Context: an optimization exercise on an open-source flow, tuned for a short achievable clock period and few clock cycles per item. The choices shown serve that exercise and are no tape-out recipe.

== main ==
==> flow/design.v <==
`default_nettype none
package rvPipePkg;
    typedef struct packed {
        logic [6:0]         funct7;
        logic [5-1:0] rs2;
        logic [5-1:0] rs1;
        logic [2:0]         funct3;
        logic [5-1:0] rd;
        logic [6:0]         opcode;
    } rFieldsT;
    typedef struct packed {
        logic [6:0]         immHigh;
        logic [5-1:0] rs2;
        logic [5-1:0] rs1;
        logic [2:0]         funct3;
        logic [4:0]         immLow;
        logic [6:0]         opcode;
    } sFieldsT;
    typedef union packed {
        rFieldsT rFields;
        sFieldsT sFields;
    } instrWord;
    typedef enum logic [3:0] {
        aluAdd, aluSub, aluSll, aluSlt, aluSltu, aluXor,
        aluSrl, aluSra, aluOr, aluAnd, aluPassB
    } aluOp;
endpackage
`default_nettype wire
`default_nettype none
module executeUnit (
    input  logic [32-1:0] a,
    input  logic [32-1:0] b,
    input  logic             sra,
    output logic [32-1:0] sum,
    output logic [32-1:0] diff,
    output logic [32-1:0] shl,
    output logic [32-1:0] shr,
    output logic             lt,
    output logic             ltu
);
    function automatic logic [32:0] ksCarry(input logic [31:0] g0, input logic [31:0] p0,
                                            input logic cin);
        logic [31:0] g, p, gn, pn;
        g = g0;
        p = p0;
        g[0] = g0[0] | (p0[0] & cin);
        for (int d = 1; d < 32; d = d * 2) begin
            for (int i = 0; i < 32; i++) begin
                if (i >= d) begin
                    gn[i] = g[i] | (p[i] & g[i-d]);
                    pn[i] = p[i] & p[i-d];
                end
                else begin
                    gn[i] = g[i];
                    pn[i] = p[i];
                end
            end
            g = gn;
            p = pn;
        end
        ksCarry = {g, cin};
    endfunction
    logic [31:0] pAdd, gAdd, pSub, gSub;
    logic [32:0] cAdd, cSub;
    assign pAdd = a ^ b;
    assign gAdd = a & b;
    assign pSub = ~(a ^ b);
    assign gSub = a & ~b;
    assign cAdd = ksCarry(gAdd, pAdd, 1'b0);
    assign cSub = ksCarry(gSub, pSub, 1'b1);
    assign sum  = pAdd ^ cAdd[31:0];
    assign diff = pSub ^ cSub[31:0];
    assign ltu = ~cSub[32];
    assign lt  = ltu ^ a[31] ^ b[31];
    logic [32:0] shrIn;
    assign shl   = a << b[4:0];
    assign shrIn = {sra & a[31], a};
    assign shr   = 32'($signed(shrIn) >>> b[4:0]);
endmodule
`default_nettype wire
`default_nettype none
module rvPipeCore (
    input  logic                CLK,
    input  logic                rst,
    input  logic [32-1:0]    instr,
    output logic [10-1:0] instrAddr,
    output logic [10-1:0] ramAddr,
    output logic [32-1:0]    ramWData,
    output logic                ramWe,
    input  logic [32-1:0]    ramRData,
    output logic [32-1:0]    gpio
);
    logic [31:0] eA, eB, eSD;
    logic [4:0]  eRd;
    logic        eWe, eRamWe, eGpioWe, eSra;
    logic [9:0]  eRamAddr;
    localparam int OP_ADD = 0, OP_SUB = 1, OP_SLL = 2, OP_SLT = 3, OP_SLTU = 4, OP_XOR = 5,
                   OP_SR = 6, OP_OR = 7, OP_AND = 8, OP_LUI = 9, OP_LD = 10, NOPS = 11;
    logic [NOPS-1:0] eOp, kA, kB, kS;
    logic [31:0] res;
    logic [31:0] wRes;
    logic [4:0]  wRd;
    logic        wWe;
    logic [10-1:0] pc;
    logic                stall;
    always_ff @(posedge CLK) begin
        if (rst)         pc <= '0;
        else if (!stall) pc <= pc + 1'b1;
    end
    assign instrAddr = pc;
    logic [31:0] rf [1:31];
    logic [31:0] h1, h2;
    always_ff @(posedge CLK) begin
        if (wWe) rf[wRd] <= wRes;
        h1 <= wRes;
        h2 <= h1;
    end
    logic [31:0] dI;
    logic [31:0] dRfA, dRfB;
    logic        fE1, fW1, fH11, fH21, fE2, fW2, fH12, fH22;
    logic        dWe;
    logic [4:0]  dRd;
    logic [4:0]  iRs1, iRs2;
    assign iRs1 = instr[19:15];
    assign iRs2 = instr[24:20];
    always_ff @(posedge CLK) begin
        if (rst) begin
            dI   <= 32'h0000_0013;
            fE1  <= 1'b0;
            fW1  <= 1'b0;
            fH11 <= 1'b0;
            fH21 <= 1'b0;
            fE2  <= 1'b0;
            fW2  <= 1'b0;
            fH12 <= 1'b0;
            fH22 <= 1'b0;
        end
        else if (!stall) begin
            dI   <= instr;
            fE1  <= nE1;
            fW1  <= eWe && eRd == iRs1;
            fH11 <= wWe && wRd == iRs1;
            fH21 <= 1'b0;
            fE2  <= nE2;
            fW2  <= eWe && eRd == iRs2;
            fH12 <= wWe && wRd == iRs2;
            fH22 <= 1'b0;
        end
        else begin
            fE1  <= 1'b0;
            fW1  <= fE1;
            fH11 <= fW1;
            fH21 <= fH11;
            fE2  <= 1'b0;
            fW2  <= fE2;
            fH12 <= fW2;
            fH22 <= fH12;
        end
    end
    always_ff @(posedge CLK) begin
        if (!stall) begin
            dRfA <= (iRs1 == 5'd0) ? 32'd0 : rf[iRs1];
            dRfB <= (iRs2 == 5'd0) ? 32'd0 : rf[iRs2];
        end
    end
    logic [6:0] dOp;
    logic [2:0] dF3;
    logic       dAlt;
    assign dOp  = dI[6:0];
    assign dRd  = dI[11:7];
    assign dF3  = dI[14:12];
    assign dAlt = dI[30];
    logic dIsR, dIsI, dIsL, dIsS, dIsU, dAlu;
    assign dIsR = dOp == 7'h33;
    assign dIsI = dOp == 7'h13;
    assign dIsL = dOp == 7'h03;
    assign dIsS = dOp == 7'h23;
    assign dIsU = dOp == 7'h37;
    assign dAlu = dIsR | dIsI;
    assign dWe  = (dAlu | dIsL | dIsU) && dRd != 5'd0;
    logic [31:0] immI, immS, immU;
    assign immI = {{20{dI[31]}}, dI[31:20]};
    assign immS = {{20{dI[31]}}, dI[31:25], dI[11:7]};
    assign immU = {dI[31:12], 12'b0};
    logic [31:0] oldA, oldB;
    assign oldA = fW1 ? wRes : fH11 ? h1 : fH21 ? h2 : dRfA;
    assign oldB = fW2 ? wRes : fH12 ? h1 : fH22 ? h2 : dRfB;
    logic [11:0] mA, mB, dAddr;
    logic        dHit, c2;
    logic [11:2] zOk;
    assign mA    = oldA[11:0];
    assign mB    = dIsS ? immS[11:0] : immI[11:0];
    assign dAddr = mA + mB;
    assign c2     = (mA[1] & mB[1]) | ((mA[1] | mB[1]) & mA[0] & mB[0]);
    assign zOk[2] = (mA[2] ^ mB[2]) == c2;
    for (genvar i = 3; i < 12; i++) begin : gZero
        assign zOk[i] = (mA[i] ^ mB[i]) == (mA[i-1] | mB[i-1]);
    end
    assign dHit  = &zOk;
    assign stall = (dIsL | dIsS) && fE1;
    logic [NOPS-1:0] nOp;
    always_comb begin
        nOp = '0;
        nOp[OP_ADD]  = dAlu && dF3 == 3'd0 && !(dIsR && dAlt);
        nOp[OP_SUB]  = dIsR && dF3 == 3'd0 && dAlt;
        nOp[OP_SLL]  = dAlu && dF3 == 3'd1;
        nOp[OP_SLT]  = dAlu && dF3 == 3'd2;
        nOp[OP_SLTU] = dAlu && dF3 == 3'd3;
        nOp[OP_XOR]  = dAlu && dF3 == 3'd4;
        nOp[OP_SR]   = dAlu && dF3 == 3'd5;
        nOp[OP_OR]   = dAlu && dF3 == 3'd6;
        nOp[OP_AND]  = dAlu && dF3 == 3'd7;
        nOp[OP_LUI]  = dIsU;
        nOp[OP_LD]   = dIsL;
    end
    logic nE1, nE2, iIsR;
    assign nE1  = dWe && dRd == iRs1;
    assign nE2  = dWe && dRd == iRs2;
    assign iIsR = instr[6:0] == 7'h33;
    logic [31:0] sum, diff, shl, shr;
    logic        lt, ltu;
    executeUnit alu (
        .a(eA), .b(eB), .sra(eSra), .sum(sum), .diff(diff), .shl(shl), .shr(shr),
        .lt(lt), .ltu(ltu)
    );
    function automatic logic [31:0] pick(input logic [NOPS-1:0] k,
                                         input logic [31:0] fAdd, input logic [31:0] fSub,
                                         input logic [31:0] fSll, input logic [31:0] fSr,
                                         input logic fLt, input logic fLtu,
                                         input logic [31:0] fA, input logic [31:0] fB,
                                         input logic [31:0] fLd);
        pick = ({32{k[OP_ADD]}} & fAdd) | ({32{k[OP_SUB]}} & fSub) |
               ({32{k[OP_SLL]}} & fSll) | ({32{k[OP_SR]}} & fSr) |
               {31'd0, (k[OP_SLT] & fLt) | (k[OP_SLTU] & fLtu)} |
               ({32{k[OP_XOR]}} & (fA ^ fB)) | ({32{k[OP_OR]}} & (fA | fB)) |
               ({32{k[OP_AND]}} & (fA & fB)) | ({32{k[OP_LUI]}} & fB) |
               ({32{k[OP_LD]}} & fLd);
    endfunction
    assign res = pick(eOp, sum, diff, shl, shr, lt, ltu, eA, eB, ramRData);
    logic        bRes;
    logic [31:0] bOld;
    assign bRes = dIsR && fE2;
    assign bOld = dIsR ? oldB : (dIsU ? immU : immI);
    always_ff @(posedge CLK) begin
        eA  <= pick(kA, sum, diff, shl, shr, lt, ltu, eA, eB, ramRData) | ({32{!fE1}} & oldA);
        eB  <= pick(kB, sum, diff, shl, shr, lt, ltu, eA, eB, ramRData) | ({32{!bRes}} & bOld);
        eSD <= pick(kS, sum, diff, shl, shr, lt, ltu, eA, eB, ramRData) | ({32{!fE2}} & oldB);
        eRd  <= dRd;
        eRamAddr <= dAddr[11:2];
        if (rst || stall) begin
            eWe     <= 1'b0;
            eRamWe  <= 1'b0;
            eGpioWe <= 1'b0;
            eSra    <= 1'b0;
            eOp     <= '0;
            kA      <= '0;
            kB      <= '0;
            kS      <= '0;
        end
        else begin
            eWe     <= dWe;
            eRamWe  <= dIsS && !dHit;
            eGpioWe <= dIsS && dHit;
            eSra    <= dAlu && dF3 == 3'd5 && dAlt;
            eOp     <= nOp;
            kA      <= nOp & {NOPS{nE1}};
            kB      <= nOp & {NOPS{nE2 && iIsR}};
            kS      <= nOp & {NOPS{nE2}};
        end
    end
    assign ramAddr  = eRamAddr;
    assign ramWe    = eRamWe;
    assign ramWData = eSD;
    always_ff @(posedge CLK) begin
        if (rst)          gpio <= '0;
        else if (eGpioWe) gpio <= eSD;
    end
    always_ff @(posedge CLK) begin
        wRes <= res;
        wRd  <= eRd;
        if (rst) wWe <= 1'b0;
        else     wWe <= eWe;
    end
endmodule
`default_nettype wire
clock: 8.0 ns
lec_check: 0
cap_margin: 20
core_margin: 2
core_utilization: 40
setup_slack_margin: 5
slew_margin: 20
tns_end_percent: 100
run.sh (not shown) runs the stock make flow with config.mk's settings and CLKGATE_MAP_FILE= SYNTH_SCRIPT=/design/flow/synth_recipe.tcl, a recipe that flattens the netlist after the stock synthesis.
--- input diff main..the feature branch ---
diff --git a/flow/design.v b/flow/design.v
--- a/flow/design.v
+++ b/flow/design.v
@@ -102,10 +102,10 @@
     logic [4:0]  wRd;
     logic        wWe;
     logic [10-1:0] pc;
-    logic                stall;
+    logic                stall, go;    
     always_ff @(posedge CLK) begin
         if (rst)         pc <= '0;
-        else if (!stall) pc <= pc + 1'b1;
+        else if (go)     pc <= pc + 1'b1;
     end
     assign instrAddr = pc;
     logic [31:0] rf [1:31];
@@ -135,7 +135,7 @@
             fH12 <= 1'b0;
             fH22 <= 1'b0;
         end
-        else if (!stall) begin
+        else if (go) begin
             dI   <= instr;
             fE1  <= nE1;
             fW1  <= eWe && eRd == iRs1;
@@ -158,7 +158,7 @@
         end
     end
     always_ff @(posedge CLK) begin
-        if (!stall) begin
+        if (go) begin
             dRfA <= (iRs1 == 5'd0) ? 32'd0 : rf[iRs1];
             dRfB <= (iRs2 == 5'd0) ? 32'd0 : rf[iRs2];
         end
@@ -197,7 +197,18 @@
         assign zOk[i] = (mA[i] ^ mB[i]) == (mA[i-1] | mB[i-1]);
     end
     assign dHit  = &zOk;
-    assign stall = (dIsL | dIsS) && fE1;
+    logic iIsLS;
+    assign iIsLS = instr[6:0] == 7'h03 || instr[6:0] == 7'h23;
+    always_ff @(posedge CLK) begin
+        if (rst || stall) begin
+            stall <= 1'b0;
+            go    <= 1'b1;
+        end
+        else begin
+            stall <= iIsLS && nE1;
+            go    <= !(iIsLS && nE1);
+        end
+    end
     logic [NOPS-1:0] nOp;
     always_comb begin
         nOp = '0;
Relative to main, the layout cell share with drive strength beyond 1 of the feature branch is higher by 0.53 points. Shortest clock period the worst path allows after layout for the feature branch is lower than for main. The feature branch against main: die span in x shows an increase of 0.53%; flip-flop and latch count shows no meaningful change; inverter count of the layout excluding clock inverters shows an increase of 2. | met1 layer usage reported by global route | main vs the feature branch | ≈ equal |.
Function was not checked in any run of this note: the RTL went through the layout flow alone.

separate check: timing with driven ports:
In the flow no input, the clock included, has a driving cell. The finished layouts below were timed again as built, in two steps. Step 1: set_driving_cell puts a clkbuf_16 on CLK and a buf_2 on each other input, an assumption about the parent block. Step 2, shift: input delay + t, output delay - t, t = (earliest + latest rising clock arrival at the registers) / 2. This alone moves slack from input paths to output paths. Three values: no drivers, after step 1, after step 2; two values: the first two.
run | t (ns) | setup WS [ns] | worst hold slack (ns) | latest minus earliest clock arrival (ns)
main | 0.892 | 4.597 / 4.597 / 3.999 | 0.367 / 0.367 / 0.367 | 0.055 / 0.054
the feature branch | 0.903 | 4.773 / 4.773 / 3.947 | 0.348 / 0.348 / 0.348 | 0.037 / 0.037
After both steps setup and hold are still met in every run listed. The setup slack of the feature branch, which loses most, moves by 0.000 ns with the drivers and by -0.826 ns with both steps.
